Source: an optimization exercise on an open RTL-to-GDS flow (aim: a short achievable clock period and few clock cycles per item). Production flows keep margins and buffers that such runs may drop.
Function was checked by simulation only, so behaviour that the tests miss may differ from the original.
Power is estimated from default activity; no workload was simulated.

## flow/design.v (module list and top-level ports; edited modules follow where they fit)
// module dead_reckoning_odometry: 8569 lines
// module ks_pg: 9 lines
// module ks_lvl: 9 lines
module dead_reckoning_odometry (
   input  logic                         clock,
   input  logic                         reset,
   input  logic                         req_valid,
   output logic                         req_ready,
   input  logic [1:0]                   req_op,
   input  logic signed [CNT_W-1:0]      req_left_count,
   input  logic signed [CNT_W-1:0]      req_right_count,
   input  logic signed [YAW_W-1:0]      req_yaw,
   output logic                         rsp_valid,
   input  logic                         rsp_ready,
   output logic signed [ACC_W_POS-1:0]  rsp_pos_x,
   output logic signed [ACC_W_POS-1:0]  rsp_pos_y,
   output logic signed [YAW_W-1:0]      rsp_heading,
   output logic [ACC_W_POS-1:0]         rsp_total_distance,
   output logic [ACC_W_POS-1:0]         rsp_edge_distance,
   output logic [EDGE_W-1:0]            rsp_edge_index,
   input  logic                         psel,
   input  logic                         penable,
   input  logic                         pwrite,
   input  logic [PADDR_W-1:0]           paddr,
   input  logic [PDATA_W-1:0]           pwdata,
   output logic [PDATA_W-1:0]           prdata,
   output logic                         pready
);
  // ...
==> flow/flow/run.sh <==
#!/bin/bash
# The standard layout (the standard.sh: unchanged synthesis, floorplan, placement,
# CTS, routing), with the timing repair aiming at a larger setup slack than the default.
# The clock period and constraints are the design's; only the repair effort changes.
set -euo pipefail
bash standard.sh SETUP_SLACK_MARGIN=7.2 finish > flow_make.log 2>&1
==> flow/standard.sh <==
#!/bin/bash
# synth_recipe.tcl (not shown) runs the flow's synth.tcl, then flattens the netlist and writes it again
# the make line also repeats each setting of config.mk as NAME=value (left out here)
make -C /OpenROAD-flow-scripts/flow DESIGN_CONFIG=/design/flow/config.mk WORK_HOME=/design/flow/orfs CLKGATE_MAP_FILE= SYNTH_SCRIPT=/design/flow/synth_recipe.tcl "${@:-finish}"
==> flow/config.mk <==
export PLATFORM = sky130hd
export DESIGN_NAME = dead_reckoning_odometry
export DESIGN_NICKNAME = dead_reckoning_odometry
export VERILOG_FILES = /design/flow/design.v
export SDC_FILE = /design/flow/constraint.sdc
export NUM_CORES = 4
export LEC_CHECK = 0
export CAP_MARGIN = 20
export CORE_MARGIN = 2
export CORE_UTILIZATION = 55
export SLEW_MARGIN = 20
export SYNTH_HIERARCHICAL = 1
==> flow/constraint.sdc <==
create_clock -name core_clock -period 11.0 [get_ports {clock}]
set_input_delay 2.2000 -clock core_clock [delete_from_list [all_inputs] [get_ports {clock}]]
set_output_delay 2.2000 -clock core_clock [all_outputs]
set_load 0.01 [all_outputs]
==> results.txt, run 1 <==
* Avg Cell Area, Syn at 9.94 um^2
* IO Port Bufs at 323
* Pin count of the biggest net entering global routing at 121
* Starting Density at 0.551
* Dpl cell area at 0.459 mm^2
* Dpl cells at 56,600
* Final RePlAce weighted congestion at 1.20
* Post-synthesis instance area at 0.450 mm^2
* Clock root buffer: clkbuf_16
* Log Error: [ERROR GRT-0116] Global routing finished with congestion. Check the congestion regions in the DRC Viewer.
* CTS max path bufs at 4
* I/O pin count at 343
* DIE WIDTH at 908 um
* Post-DP HPWL at 1,340,000 um
* H-tree Lvls at 6
* Post-Place Setup Slack at 4150 ps
* Post-CTS sizing at 3,526
* Status: aborted with a tool error
* Post-synthesis cell count at 45,200
* Yosys warnings at 7
* Post-CTS setup buffers at 952
* Cell row count at 332
* Stop stage: global routing
* Die Height at 908 um
* Hold-fix buffer count after cts at 0
* Inserted Clock Buffers at 565
Testbench counts, summed over its fixed seeds: cycles 2,600, items 2,400.
==> inputs of run 2 (changes only) <==
==> flow/run.sh (new file) <==
#!/bin/bash
# synth_recipe.tcl (not shown) runs the flow's synth.tcl, then flattens the netlist and writes it again
# the make line also repeats each setting of config.mk as NAME=value (left out here)
make -C /OpenROAD-flow-scripts/flow DESIGN_CONFIG=/design/flow/config.mk WORK_HOME=/design/flow/orfs CLKGATE_MAP_FILE= SYNTH_SCRIPT=/design/flow/synth_recipe.tcl finish
--- a/flow/config.mk
+++ b/flow/config.mk
@@ -8,5 +8,6 @@
 export CAP_MARGIN = 20
 export CORE_MARGIN = 2
 export CORE_UTILIZATION = 55
+export SETUP_SLACK_MARGIN = 5
 export SLEW_MARGIN = 20
 export SYNTH_HIERARCHICAL = 1
removed: flow/flow/run.sh
removed: flow/standard.sh
==> run 2 against run 1 <==
- the run again fails in global routing
- synthesized cell count is the same
- area after synthesis is the same
==> results.txt, run 2 <==
* Post-synthesis cell count at 45,200 (unchanged)
* Yosys warnings at 7 (unchanged)
* Clock root buffer: clkbuf_16
* Post-DP HPWL at 1,360,000 um (+1.2%)
* Final RePlAce weighted congestion at 1.23 (+2.4%)
* Log Error: [ERROR GRT-0116] Global routing finished with congestion. Check the congestion regions in the DRC Viewer.
* Post-synthesis instance area at 0.450 mm^2 (unchanged)
* Starting Density at 0.551 (unchanged)
* CTS max path bufs at 4 (unchanged)
* Dpl cells at 56,700 (+0.19%)
* H-tree Lvls at 6 (unchanged)
* IO Port Bufs at 323 (unchanged)
* Die Height at 908 um (unchanged)
* DIE WIDTH at 908 um (unchanged)
* Dpl cell area at 0.458 mm^2 (-0.11%)
* Cell row count at 332 (unchanged)
* Avg Cell Area, Syn at 9.94 um^2 (unchanged)
* Stop stage: global routing
* Hold-fix buffer count after cts at 0 (unchanged)
* I/O pin count at 343 (unchanged)
* Post-Place Setup Slack at 4100 ps (-56.2 ps)
* Inserted Clock Buffers at 567 (+0.35%)
* Pin count of the biggest net entering global routing at 129
* Status: aborted with a tool error
==> run 2: how the worst min path moves through the flow <==
stage               slack [ps]       start          to
floorplan                  310      tx2[0]     cx_8[0]
CTS                        230  sabs14[13]  sabs15[13]
detailed placement         310   len22[28]   len23[28]
global placement           310      op8[1]      op9[1]
==> run 2: repair_timing <==
| action | in CTS |
|---|---|
| buffers inserted | 30 |
| endpoints found under the setup margin | 62 |
| pin swaps | 11 |
| resized for setup | 55 |
==> run 2: power groups by stage <==
stage	Combinational, mW	Clock [mW]	Sequential [mW]
floorplan	108	0	30.5
global placement	142	0	32.4
detailed placement	146	0	32.6
CTS	149	21.1	32.4
